This design comes from an exercise in tuning for small area and few clock cycles on the open sky130 flow, not from production work.
The RTL of this run was laid out without a check of its function.
Power is estimated from default activity; no workload was simulated.

===== config.mk =====
export PLATFORM = sky130hd
export DESIGN_NAME = mipsCore
export DESIGN_NICKNAME = mipsCore
export VERILOG_FILES = /design/flow/design.v
export SDC_FILE = /design/flow/constraint.sdc
export NUM_CORES = 4
export LEC_CHECK = 0
export CAP_MARGIN = 20
export CORE_MARGIN = 2
export CORE_UTILIZATION = 40
export SLEW_MARGIN = 20

===== constraint.sdc =====
create_clock -name core_clock -period 6.0 [get_ports {clk_i}]
set_input_delay 1.2000 -clock core_clock [delete_from_list [all_inputs] [get_ports {clk_i}]]
set_output_delay 1.2000 -clock core_clock [all_outputs]
set_load 0.01 [all_outputs]

===== design.v =====
`default_nettype none
package mipsPkg;
	localparam logic [5:0] opRtype = 6'h00;
	localparam logic [5:0] opJ = 6'h02;
	localparam logic [5:0] opJal = 6'h03;
	localparam logic [5:0] opBeq = 6'h04;
	localparam logic [5:0] opBne = 6'h05;
	localparam logic [5:0] opAddiu = 6'h09;
	localparam logic [5:0] opSlti = 6'h0a;
	localparam logic [5:0] opSltiu = 6'h0b;
	localparam logic [5:0] opAndi = 6'h0c;
	localparam logic [5:0] opOri = 6'h0d;
	localparam logic [5:0] opXori = 6'h0e;
	localparam logic [5:0] opLui = 6'h0f;
	localparam logic [5:0] opLw = 6'h23;
	localparam logic [5:0] opSw = 6'h2b;
	localparam logic [5:0] fnSll = 6'h00;
	localparam logic [5:0] fnSrl = 6'h02;
	localparam logic [5:0] fnSra = 6'h03;
	localparam logic [5:0] fnJr = 6'h08;
	localparam logic [5:0] fnAddu = 6'h21;
	localparam logic [5:0] fnSubu = 6'h23;
	localparam logic [5:0] fnAnd = 6'h24;
	localparam logic [5:0] fnOr = 6'h25;
	localparam logic [5:0] fnXor = 6'h26;
	localparam logic [5:0] fnNor = 6'h27;
	localparam logic [5:0] fnSlt = 6'h2a;
	localparam logic [5:0] fnSltu = 6'h2b;
	localparam logic [3:0] aluAdd = 4'd0;
	localparam logic [3:0] aluSub = 4'd1;
	localparam logic [3:0] aluAnd = 4'd2;
	localparam logic [3:0] aluOr = 4'd3;
	localparam logic [3:0] aluXor = 4'd4;
	localparam logic [3:0] aluNor = 4'd5;
	localparam logic [3:0] aluSlt = 4'd6;
	localparam logic [3:0] aluSltu = 4'd7;
	localparam logic [3:0] aluSll = 4'd8;
	localparam logic [3:0] aluSrl = 4'd9;
	localparam logic [3:0] aluSra = 4'd10;
	localparam logic [3:0] aluLui = 4'd11;
	localparam logic [1:0] fwdNone = 2'd0;
	localparam logic [1:0] fwdMem = 2'd1;
	localparam logic [1:0] fwdWb = 2'd2;
	localparam logic [4:0] linkReg = 5'd31;
	localparam logic [31:0] resetPc = 32'h0000_0000;
	typedef union packed {
		struct packed {
			logic [5:0] op;
			logic [4:0] rs;
			logic [4:0] rt;
			logic [4:0] rd;
			logic [4:0] shamt;
			logic [5:0] funct;
		} r;
		struct packed {
			logic [5:0] op;
			logic [4:0] rs;
			logic [4:0] rt;
			logic [15:0] imm;
		} i;
	} instrU;
endpackage
`default_nettype wire
`timescale 1ns/10ps
`default_nettype none
import mipsPkg::*;
module alu (
	input logic [31:0] a_i,
	input logic [31:0] b_i,
	input logic [4:0] shamt_i,
	input logic [3:0] op_i,
	output logic [31:0] y_o
);
	always_comb begin
		case (op_i)
			aluAdd: y_o = a_i + b_i;
			aluSub: y_o = a_i - b_i;
			aluAnd: y_o = a_i & b_i;
			aluOr: y_o = a_i | b_i;
			aluXor: y_o = a_i ^ b_i;
			aluNor: y_o = ~(a_i | b_i);
			aluSlt: y_o = {31'd0, $signed(a_i) < $signed(b_i)};
			aluSltu: y_o = {31'd0, a_i < b_i};
			aluSll: y_o = b_i << shamt_i;
			aluSrl: y_o = b_i >> shamt_i;
			aluSra: y_o = $signed(b_i) >>> shamt_i;
			aluLui: y_o = b_i << 16;
			default: y_o = '0;
		endcase
	end
endmodule
`default_nettype wire
`timescale 1ns/10ps
`default_nettype none
module regFile (
	input logic clk_i,
	input logic reset_i,
	input logic we_i,
	input logic [4:0] raddrA_i,
	input logic [4:0] raddrB_i,
	input logic [4:0] waddr_i,
	input logic [31:0] wdata_i,
	output logic [31:0] rdataA_o,
	output logic [31:0] rdataB_o
);
	logic [31:0] regs [32];
	logic hitA, hitB;
	always_ff @(posedge clk_i) begin
		if (reset_i) begin
			for (int n = 0; n < 32; n++) begin
				regs[n] <= '0;
			end
		end else if (we_i && waddr_i != 5'd0) begin
			regs[waddr_i] <= wdata_i;
		end
	end
	assign hitA = we_i && waddr_i != 5'd0 && raddrA_i == waddr_i;
	assign hitB = we_i && waddr_i != 5'd0 && raddrB_i == waddr_i;
	assign rdataA_o = hitA ? wdata_i : regs[raddrA_i];
	assign rdataB_o = hitB ? wdata_i : regs[raddrB_i];
endmodule
`default_nettype wire
`timescale 1ns/10ps
`default_nettype none
import mipsPkg::*;
module hazardUnit (
	input logic [4:0] rsD_i,
	input logic [4:0] rtD_i,
	input logic [4:0] rsE_i,
	input logic [4:0] rtE_i,
	input logic [4:0] writeRegE_i,
	input logic [4:0] writeRegM_i,
	input logic [4:0] writeRegW_i,
	input logic regWriteE_i,
	input logic regWriteM_i,
	input logic regWriteW_i,
	input logic memToRegE_i,
	input logic memToRegM_i,
	input logic branchD_i,
	input logic jumpRegD_i,
	output logic [1:0] forwardAE_o,
	output logic [1:0] forwardBE_o,
	output logic forwardAD_o,
	output logic forwardBD_o,
	output logic stallF_o,
	output logic stallD_o,
	output logic flushE_o
);
	logic lwStall, branchStall;
	function automatic logic [1:0] fwdExec(input logic [4:0] src);
		if (src != 5'd0 && regWriteM_i && src == writeRegM_i) begin
			fwdExec = fwdMem;
		end else if (src != 5'd0 && regWriteW_i && src == writeRegW_i) begin
			fwdExec = fwdWb;
		end else begin
			fwdExec = fwdNone;
		end
	endfunction
	function automatic logic readInD(input logic [4:0] dst);
		readInD = dst != 5'd0 && (dst == rsD_i || dst == rtD_i);
	endfunction
	always_comb begin
		forwardAE_o = fwdExec(rsE_i);
		forwardBE_o = fwdExec(rtE_i);
		forwardAD_o = rsD_i != 5'd0 && regWriteM_i && rsD_i == writeRegM_i;
		forwardBD_o = rtD_i != 5'd0 && regWriteM_i && rtD_i == writeRegM_i;
		lwStall = memToRegE_i && readInD(writeRegE_i);
		branchStall = (branchD_i || jumpRegD_i) &&
			((regWriteE_i && readInD(writeRegE_i)) || (memToRegM_i && readInD(writeRegM_i)));
		stallF_o = lwStall || branchStall;
		stallD_o = lwStall || branchStall;
		flushE_o = lwStall || branchStall;
	end
endmodule
`default_nettype wire
`timescale 1ns/10ps
`default_nettype none
import mipsPkg::*;
module controlUnit (
	input mipsPkg::instrU instr_i,
	output logic regWrite_o,
	output logic memToReg_o,
	output logic memWrite_o,
	output logic aluSrc_o,
	output logic regDst_o,
	output logic zeroExt_o,
	output logic branch_o,
	output logic branchNe_o,
	output logic jump_o,
	output logic jumpReg_o,
	output logic link_o,
	output logic [3:0] aluOp_o
);
	always_comb begin
		regWrite_o = 1'b0;
		memToReg_o = 1'b0;
		memWrite_o = 1'b0;
		aluSrc_o = 1'b0;
		regDst_o = 1'b0;
		zeroExt_o = 1'b0;
		branch_o = 1'b0;
		branchNe_o = 1'b0;
		jump_o = 1'b0;
		jumpReg_o = 1'b0;
		link_o = 1'b0;
		aluOp_o = aluAdd;
		case (instr_i.r.op)
			opRtype: begin
				regWrite_o = 1'b1;
				regDst_o = 1'b1;
				case (instr_i.r.funct)
					fnSll: aluOp_o = aluSll;
					fnSrl: aluOp_o = aluSrl;
					fnSra: aluOp_o = aluSra;
					fnAddu: aluOp_o = aluAdd;
					fnSubu: aluOp_o = aluSub;
					fnAnd: aluOp_o = aluAnd;
					fnOr: aluOp_o = aluOr;
					fnXor: aluOp_o = aluXor;
					fnNor: aluOp_o = aluNor;
					fnSlt: aluOp_o = aluSlt;
					fnSltu: aluOp_o = aluSltu;
					fnJr: begin
						regWrite_o = 1'b0;
						jumpReg_o = 1'b1;
					end
					default: regWrite_o = 1'b0;
				endcase
			end
			opJ: jump_o = 1'b1;
			opJal: begin
				jump_o = 1'b1;
				link_o = 1'b1;
				regWrite_o = 1'b1;
			end
			opBeq: branch_o = 1'b1;
			opBne: begin
				branch_o = 1'b1;
				branchNe_o = 1'b1;
			end
			opLw: begin
				regWrite_o = 1'b1;
				aluSrc_o = 1'b1;
				memToReg_o = 1'b1;
			end
			opSw: begin
				aluSrc_o = 1'b1;
				memWrite_o = 1'b1;
			end
			opAddiu, opSlti, opSltiu, opAndi, opOri, opXori, opLui: begin
				regWrite_o = 1'b1;
				aluSrc_o = 1'b1;
				zeroExt_o = instr_i.i.op == opAndi || instr_i.i.op == opOri || instr_i.i.op == opXori;
				case (instr_i.i.op)
					opSlti: aluOp_o = aluSlt;
					opSltiu: aluOp_o = aluSltu;
					opAndi: aluOp_o = aluAnd;
					opOri: aluOp_o = aluOr;
					opXori: aluOp_o = aluXor;
					opLui: aluOp_o = aluLui;
					default: aluOp_o = aluAdd;
				endcase
			end
			default: regWrite_o = 1'b0;
		endcase
	end
endmodule
`default_nettype wire
`timescale 1ns/10ps
`default_nettype none
import mipsPkg::*;
module datapath (
	input logic clk_i,
	input logic reset_i,
	input logic regWriteD_i, memToRegD_i, memWriteD_i, aluSrcD_i, regDstD_i,
	input logic [3:0] aluOpD_i,
	input logic zeroExtD_i, branchD_i, branchNeD_i, jumpD_i, jumpRegD_i, linkD_i,
	output mipsPkg::instrU instrD_o,
	output logic [31:0] pc_o,
	input logic [31:0] instr_i,
	output logic [31:0] dataAddr_o,
	output logic [31:0] dataWdata_o,
	output logic dataWe_o,
	input logic [31:0] dataRdata_i,
	output logic retire_o,
	output logic [31:0] retirePc_o,
	output logic [4:0] retireReg_o,
	output logic [31:0] retireData_o
);
	logic [31:0] pcF, pcNextF, pcPlus4F, pcPlus8F;
	logic stallF, stallD, flushE, forwardAD, forwardBD;
	logic [1:0] forwardAE, forwardBE;
	mipsPkg::instrU instrD;
	logic validD, equalD, branchTakenD;
	logic [31:0] pcD, pcPlus4D, pcPlus8D, immExtD, branchTargetD, jumpTargetD;
	logic [31:0] rdataAD, rdataBD, srcAD, srcBD;
	logic [4:0] writeRegD;
	logic regWriteE, memToRegE, memWriteE, aluSrcE, linkE;
	logic [3:0] aluOpE;
	logic [4:0] rsE, rtE, shamtE, writeRegE;
	logic [31:0] pcE, pcPlus8E, srcAE, srcBE, immExtE, fwdAE, fwdBE, aluBE, aluYE;
	logic regWriteM, memToRegM, memWriteM;
	logic [4:0] writeRegM;
	logic [31:0] pcM, aluOutM, writeDataM;
	logic regWriteW, memToRegW;
	logic [4:0] writeRegW;
	logic [31:0] pcW, aluOutW, readDataW, resultW;
	function automatic logic [31:0] fwdPick(input logic [1:0] sel, input logic [31:0] fromReg,
		input logic [31:0] fromM, input logic [31:0] fromW);
		case (sel)
			fwdMem: fwdPick = fromM;
			fwdWb: fwdPick = fromW;
			default: fwdPick = fromReg;
		endcase
	endfunction
	assign pcPlus4F = pcF + 32'd4;
	assign pcPlus8F = pcF + 32'd8;
	assign pc_o = pcF;
	always_ff @(posedge clk_i) begin
		if (reset_i) begin
			pcF <= resetPc;
		end else if (!stallF) begin
			pcF <= pcNextF;
		end
	end
	always_comb begin
		if (jumpRegD_i) begin
			pcNextF = srcAD;
		end else if (jumpD_i) begin
			pcNextF = jumpTargetD;
		end else if (branchTakenD) begin
			pcNextF = branchTargetD;
		end else begin
			pcNextF = pcPlus4F;
		end
	end
	always_ff @(posedge clk_i) begin
		if (reset_i) begin
			{instrD, validD} <= '0;
			{pcD, pcPlus4D, pcPlus8D} <= '0;
		end else if (!stallD) begin
			{instrD, validD} <= {instr_i, 1'b1};
			{pcD, pcPlus4D, pcPlus8D} <= {pcF, pcPlus4F, pcPlus8F};
		end
	end
	assign instrD_o = instrD;
	assign immExtD = zeroExtD_i ? {16'd0, instrD.i.imm} : {{16{instrD.i.imm[15]}}, instrD.i.imm};
	assign branchTargetD = pcPlus4D + {immExtD[29:0], 2'b00};
	assign jumpTargetD = {pcPlus4D[31:28], instrD.i.rs, instrD.i.rt, instrD.i.imm, 2'b00};
	assign writeRegD = linkD_i ? linkReg : (regDstD_i ? instrD.r.rd : instrD.i.rt);
	regFile u_regFile (
		.clk_i(clk_i),
		.reset_i(reset_i),
		.we_i(regWriteW),
		.raddrA_i(instrD.i.rs),
		.raddrB_i(instrD.i.rt),
		.waddr_i(writeRegW),
		.wdata_i(resultW),
		.rdataA_o(rdataAD),
		.rdataB_o(rdataBD)
	);
	assign srcAD = forwardAD ? aluOutM : rdataAD;
	assign srcBD = forwardBD ? aluOutM : rdataBD;
	assign equalD = srcAD == srcBD;
	assign branchTakenD = branchD_i && (equalD != branchNeD_i);
	hazardUnit u_hazard (
		.rsD_i(instrD.i.rs),
		.rtD_i(instrD.i.rt),
		.rsE_i(rsE),
		.rtE_i(rtE),
		.writeRegE_i(writeRegE),
		.writeRegM_i(writeRegM),
		.writeRegW_i(writeRegW),
		.regWriteE_i(regWriteE),
		.regWriteM_i(regWriteM),
		.regWriteW_i(regWriteW),
		.memToRegE_i(memToRegE),
		.memToRegM_i(memToRegM),
		.branchD_i(branchD_i),
		.jumpRegD_i(jumpRegD_i),
		.forwardAE_o(forwardAE),
		.forwardBE_o(forwardBE),
		.forwardAD_o(forwardAD),
		.forwardBD_o(forwardBD),
		.stallF_o(stallF),
		.stallD_o(stallD),
		.flushE_o(flushE)
	);
	always_ff @(posedge clk_i) begin
		if (reset_i || flushE) begin
			{regWriteE, memToRegE, memWriteE, aluSrcE, linkE, aluOpE} <= '0;
			{rsE, rtE, shamtE, writeRegE} <= '0;
			{pcE, pcPlus8E, srcAE, srcBE, immExtE} <= '0;
		end else begin
			{regWriteE, memToRegE, memWriteE} <=
				{regWriteD_i, memToRegD_i, memWriteD_i} & {3{validD}};
			{aluSrcE, linkE, aluOpE} <= {aluSrcD_i, linkD_i, aluOpD_i};
			{rsE, rtE, shamtE, writeRegE} <=
				{instrD.i.rs, instrD.i.rt, instrD.r.shamt, writeRegD};
			{pcE, pcPlus8E, srcAE, srcBE, immExtE} <=
				{pcD, pcPlus8D, rdataAD, rdataBD, immExtD};
		end
	end
	assign fwdAE = fwdPick(forwardAE, srcAE, aluOutM, resultW);
	assign fwdBE = fwdPick(forwardBE, srcBE, aluOutM, resultW);
	assign aluBE = aluSrcE ? immExtE : fwdBE;
	alu u_alu (
		.a_i(fwdAE),
		.b_i(aluBE),
		.shamt_i(shamtE),
		.op_i(aluOpE),
		.y_o(aluYE)
	);
	always_ff @(posedge clk_i) begin
		if (reset_i) begin
			{regWriteM, memToRegM, memWriteM, writeRegM} <= '0;
			{pcM, aluOutM, writeDataM} <= '0;
		end else begin
			{regWriteM, memToRegM, memWriteM, writeRegM} <=
				{regWriteE, memToRegE, memWriteE, writeRegE};
			{pcM, writeDataM} <= {pcE, fwdBE};
			aluOutM <= linkE ? pcPlus8E : aluYE;
		end
	end
	assign dataAddr_o = aluOutM;
	assign dataWdata_o = writeDataM;
	assign dataWe_o = memWriteM;
	always_ff @(posedge clk_i) begin
		if (reset_i) begin
			{regWriteW, memToRegW, writeRegW} <= '0;
			{pcW, aluOutW, readDataW} <= '0;
		end else begin
			{regWriteW, memToRegW, writeRegW} <= {regWriteM, memToRegM, writeRegM};
			{pcW, aluOutW, readDataW} <= {pcM, aluOutM, dataRdata_i};
		end
	end
	assign resultW = memToRegW ? readDataW : aluOutW;
	assign retire_o = regWriteW;
	assign retirePc_o = pcW;
	assign retireReg_o = writeRegW;
	assign retireData_o = (writeRegW == 5'd0) ? '0 : resultW;
endmodule
`default_nettype wire
`timescale 1ns/10ps
`default_nettype none
import mipsPkg::*;
module mipsCore (
	input logic clk_i,
	input logic reset_i,
	input logic [31:0] instr_i,
	input logic [31:0] dataRdata_i,
	output logic [31:0] pc_o,
	output logic [31:0] dataAddr_o,
	output logic [31:0] dataWdata_o,
	output logic dataWe_o,
	output logic retire_o,
	output logic [31:0] retirePc_o,
	output logic [4:0] retireReg_o,
	output logic [31:0] retireData_o
);
	mipsPkg::instrU instrD;
	logic regWriteD, memToRegD, memWriteD, aluSrcD, regDstD, zeroExtD;
	logic branchD, branchNeD, jumpD, jumpRegD, linkD;
	logic [3:0] aluOpD;
	controlUnit u_control (
		.instr_i(instrD),
		.regWrite_o(regWriteD),
		.memToReg_o(memToRegD),
		.memWrite_o(memWriteD),
		.aluSrc_o(aluSrcD),
		.regDst_o(regDstD),
		.zeroExt_o(zeroExtD),
		.branch_o(branchD),
		.branchNe_o(branchNeD),
		.jump_o(jumpD),
		.jumpReg_o(jumpRegD),
		.link_o(linkD),
		.aluOp_o(aluOpD)
	);
	datapath u_datapath (
		.regWriteD_i(regWriteD),
		.memToRegD_i(memToRegD),
		.memWriteD_i(memWriteD),
		.aluSrcD_i(aluSrcD),
		.regDstD_i(regDstD),
		.aluOpD_i(aluOpD),
		.zeroExtD_i(zeroExtD),
		.branchD_i(branchD),
		.branchNeD_i(branchNeD),
		.jumpD_i(jumpD),
		.jumpRegD_i(jumpRegD),
		.linkD_i(linkD),
		.instrD_o(instrD),
		.*
	);
endmodule
`default_nettype wire

===== run.sh =====
#!/bin/bash
# synth_recipe.tcl (not shown) runs the flow's synth.tcl, then flattens the netlist and writes it again
# the make line also repeats each setting of config.mk as NAME=value (left out here)
make -C /OpenROAD-flow-scripts/flow DESIGN_CONFIG=/design/flow/config.mk WORK_HOME=/design/flow/orfs CLKGATE_MAP_FILE= SYNTH_SCRIPT=/design/flow/synth_recipe.tcl finish

==> results.py <==
metrics = {
    "clock_network": {
        "root_buffer": "clkbuf_16",
        "cts_max_path_buffers": 3,
        "holdBufCountCts": 0,
        "htreeDepth": 4,
        "clk_latency_ns": 0.87,
        "cts.clk_slew.worst_paths_ns": 0.07,
        "cts_tree": "built",
        "cts_sinks": 1564,
        "cts_buffers": 171,
        "cts_setup_buffers": 0,
    },
    "sta": {
        "final_hold_viol_count": 0,
        "timing.fmax_mhz": 174.8,
        "period_minus_slack_ns": 5.721,
        "tightest_slew_ns": 1.253,
        "min_period_over_period": 0.9534,
        "grt_setup_unrepaired": "true",
        "max_slew_margin": 0.1630,
        "setup_ws_ns": 0.2793,
        "slew_viol_final": 0,
        "final.setup.tns_ns": 0,
        "worst_clock_skew_ns": 0.06164,
        "finalSetupViolCount": 0,
    },
    "drt": {
        "wirelength_mm": 349.9,
        "post-route-drc-count": 0,
        "drt_iter0_markers": 10540,
        "num_vias": 68120,
        "viasPerCell": 6.416,
        "ant_nets": 0,
        "avgRoutedWirePerCell_um": 32.96,
        "firstDrtPassIters": 8,
    },
    "critical_path": {
        "required_ns": 6.71,
        "worstSetupPathType": "reg -> reg",
        "worstPathMaxFanout": 29,
        "cp-start-kind": "flop",
        "crit_path_end_kind": "flop",
        "critPathArrivalTime_ns": 6.43,
    },
    "global_routing": {
        "grt_start_max_net_pins": 160,
        "grt.total_usage": 0.3182,
        "antenna_found_initial": 22,
        "grt_pass1_wl_mm": 489.5,
        "first_global_vias": 65000,
        "grt_remaining_overflow": 0,
    },
    "floorplanning": {
        "coreArea_um2": 209200,
        "start_util": 0.4018,
        "fp.dieW_um": 462.4,
        "die_area_um2": 213800,
        "rows": 168,
        "die_h_um": 462.4,
        "num_io_pins": 233,
    },
    "power": {
        "p_per_area_nw_per_um2": 292.2,
        "ir_drop_mv": 0.3434,
        "p_leak_nw": 34.67,
        "total_power_mw": 28.41,
    },
    "final_layout": {
        "drive_above_1_share": 0.2014,
        "fillers": 18890,
        "layoutNonFillerInstCount": 10620,
        "syn2layout_area_growth_pct": 15.66,
        "final_nets": 7860,
    },
    "yosys": {
        "synth_top_cell_by_area": "edfxtp_1",
        "yosysWarnings": 5,
        "synth_common_cells": "nor2_1 (1414), edfxtp_1 (1024), mux4_2 (571), dfxtp_1 (540), clkbuf_1 (502)",
        "ys_seq_area_frac": 0.4945,
        "synth_flop_cell": "edfxtp_1",
        "synth_cell_types": 88,
        "yosys_register_bits": 1564,
        "synth.most_common_cell": "nor2_1",
        "ys_async_sr_fraction": 0,
        "synth_area_um2": 84050,
        "syn_area_per_cell_um2": 11.30,
        "synth_top_area_frac": 0.3659,
        "syn-instance-count": 7437,
        "synth_area_leaders": "edfxtp_1 (37%), mux4_2 (15%), dfxtp_1 (13%), nor2_1 (6.3%), clkbuf_1 (2.2%)",
        "synth_edf_count": 1024,
    },
    "status": {
        "run_status": "complete, no violations",
    },
    "run": {
        "cap_violations": 0,
    },
    "placed_design": {
        "hpwlAfterDp_mm": 241.3,
        "place_ws_ns": -0.03735,
        "gp_congestion": 1.025,
        "portBuffers": 232,
        "placed_cells": 10290,
    },
    "hold_path": {
        "hp-class": "reg -> reg",
    },
}
-- power by group --
group          switching (mW)  leakage [nW]  internal, mW
Combinational            3.42          17.0          2.03
Sequential              0.441          15.0          11.9
Clock                    4.68          2.73          5.91
-- flip-flops by register name, indices dropped and copies added (netlist names), 5 cells and up, named ones only --
signal                     count
u_datapath.pcM                32
u_datapath.pcF                32
u_datapath.writeDataM         32
u_datapath.pcPlus4D           30
u_datapath.writeRegE           5
u_datapath.pcPlus8E           32
u_datapath.aluOutM            32
u_datapath.aluOutW            32
u_datapath.instrD             32
u_datapath.srcBE              32
u_datapath.pcW                32
u_datapath.immExtE            18
u_datapath.pcPlus8D           32
u_datapath.rtE                 5
u_datapath.pcD                29
u_datapath.pcE                29
u_datapath.writeRegM           5
u_datapath.srcAE              32
u_datapath.writeRegW           5
u_datapath.readDataW          32
u_datapath.rsE                 5
u_datapath.u_regFile.regs   1024
-- cell usage in the layout (no fill, tap or decap), types with 54 or more instances in the layout --
cell type / netlist / routed
xor2_1: 87 / 87
buf_4: 17 / 443
o22ai_1: 261 / 260
o21ai_0: 248 / 241
mux2i_1: 140 / 108
or4_1: 54 / 54
mux4_2: 571 / 571
nor2_1: 1414 / 1413
edfxtp_1: 1024 / 1024
and3_1: 131 / 131
and2_1: 55 / 54
ha_1: 134 / 134
nand3_1: 84 / 83
clkbuf_16: 0 / 178
a211oi_1: 86 / 84
nor2b_1: 157 / 156
clkdlybuf4s50_1: 0 / 231
nand2_1: 482 / 424
nor3_1: 62 / 55
mux2_2: 85 / 85
xnor2_1: 75 / 75
a21oi_1: 285 / 283
inv_1: 137 / 135
dfxtp_1: 540 / 528
-- path summary, 6_finish.rpt --
check,start,end,slack [ns],depth (start not counted)
worst max-delay path,u_datapath.rtE[1],u_datapath.aluOutM[30],0.28,20
worst min-delay path,u_datapath.pcE[20],u_datapath.pcM[20],0.43,1
worst max register to register,u_datapath.rtE[1],u_datapath.aluOutM[30],0.28,20
worst min register to register,u_datapath.pcE[20],u_datapath.pcM[20],0.43,1
-- critical path, cell delays in order (launching register included) --
cell and delay, ns:
dfxtp_1 0.33, or4_1 0.56, o211a_2 0.33, buf_4 0.20, buf_4 0.23, and3_1 0.19
o31ai_1 0.39, mux2i_1 0.21, ha_1 0.45, inv_1 0.13, nor4_1 0.28, buf_4 0.20
nand2_1 0.07, o21a_1 0.26, o211ai_1 0.43, a41oi_2 0.24, a21oi_1 0.34, o31ai_2 0.13
and3_1 0.20, o41ai_1 0.30, a21oi_1 0.11
-- logic make-up after synthesis --
kind of cell | synth area share
other | 0.00004462
buffers and inverters | 0.04518
muxes | 0.1815
xor gates and xnor gates | 0.01688
adders and majority gates | 0.02066
AOI/OAI and AO/OA | 0.1061
and+or+nand+nor | 0.1351
DFF | 0.4945
-- through the flow --
| stage | hold slack, ns | cell area, µm² | utilization |
|---|---|---|---|
| after floorplan | 0.4014 | 84160 | - |
| after global placement | 0.4200 | 91530 | 0.4376 |
| after detailed placement | 0.4155 | 91550 | 0.4377 |
| after CTS | 0.4236 | 97130 | 0.4644 |
| after global routing | 0.4499 | 97200 | 0.4647 |
| final | 0.4283 | 97210 | 0.4648 |
-- timing repair --
action | CTS | global route
resized for setup | 1 | 13
pin swaps | 0 | 0
hold endpoints to repair | 0 | 0
setup endpoints to repair | 2 | 15
cloned | 0 | 0
-- layout make-up --
cell class                 count  area, µm²  share of cell area
timing repair buffer         713       6414             0.06598
clock inverter                89      780.7            0.008032
sequential                  1564      41590              0.4278
tap                         2805       3510             0.03610
clock buffer                 233       4791             0.04928
antenna                        6      15.01           0.0001545
inverter                     143      539.3            0.005547
multi-input combinational   5064      39570              0.4071
-- per-layer routing --
| layer | track usage | routed length, µm | vias to the layer above |
|---|---|---|---|
| met5 | 0 | 128 | - |
| met4 | 0.1664 | 21200 | 16 |
| met3 | 0.08983 | 44990 | 898 |
| met2 | 0.4651 | 149300 | 4873 |
| met1 | 0.4295 | 134400 | 34230 |
| li1 | - | - | 28100 |

re-timing with driven ports:
The flow's constraints put no driver on any port. The routed layout listed below was extracted and timed again, unchanged, in two steps. Step 1 assumes that a clkbuf_16 drives the clock port and a buf_2 every other input. Step 2 also shifts input and output timing later by t, the mid clock arrival at the registers, as if the neighbouring blocks saw the same clock. Slacks: ideal ports / drivers / drivers and shift; pairs: ideal ports / drivers.
shift t [ns]: 0.937
slack for setup (ns): 0.279 / 0.279 / 0.279
worst setup path after step 2: register to register
slew at the worst register clock pin (ns): 0.07 / 0.07
cell pins on the clock port's net: 1
After both steps this run still meets setup and hold. For this run, drivers alone change the setup slack by 0.000 ns; drivers and shift together by 0.000 ns.
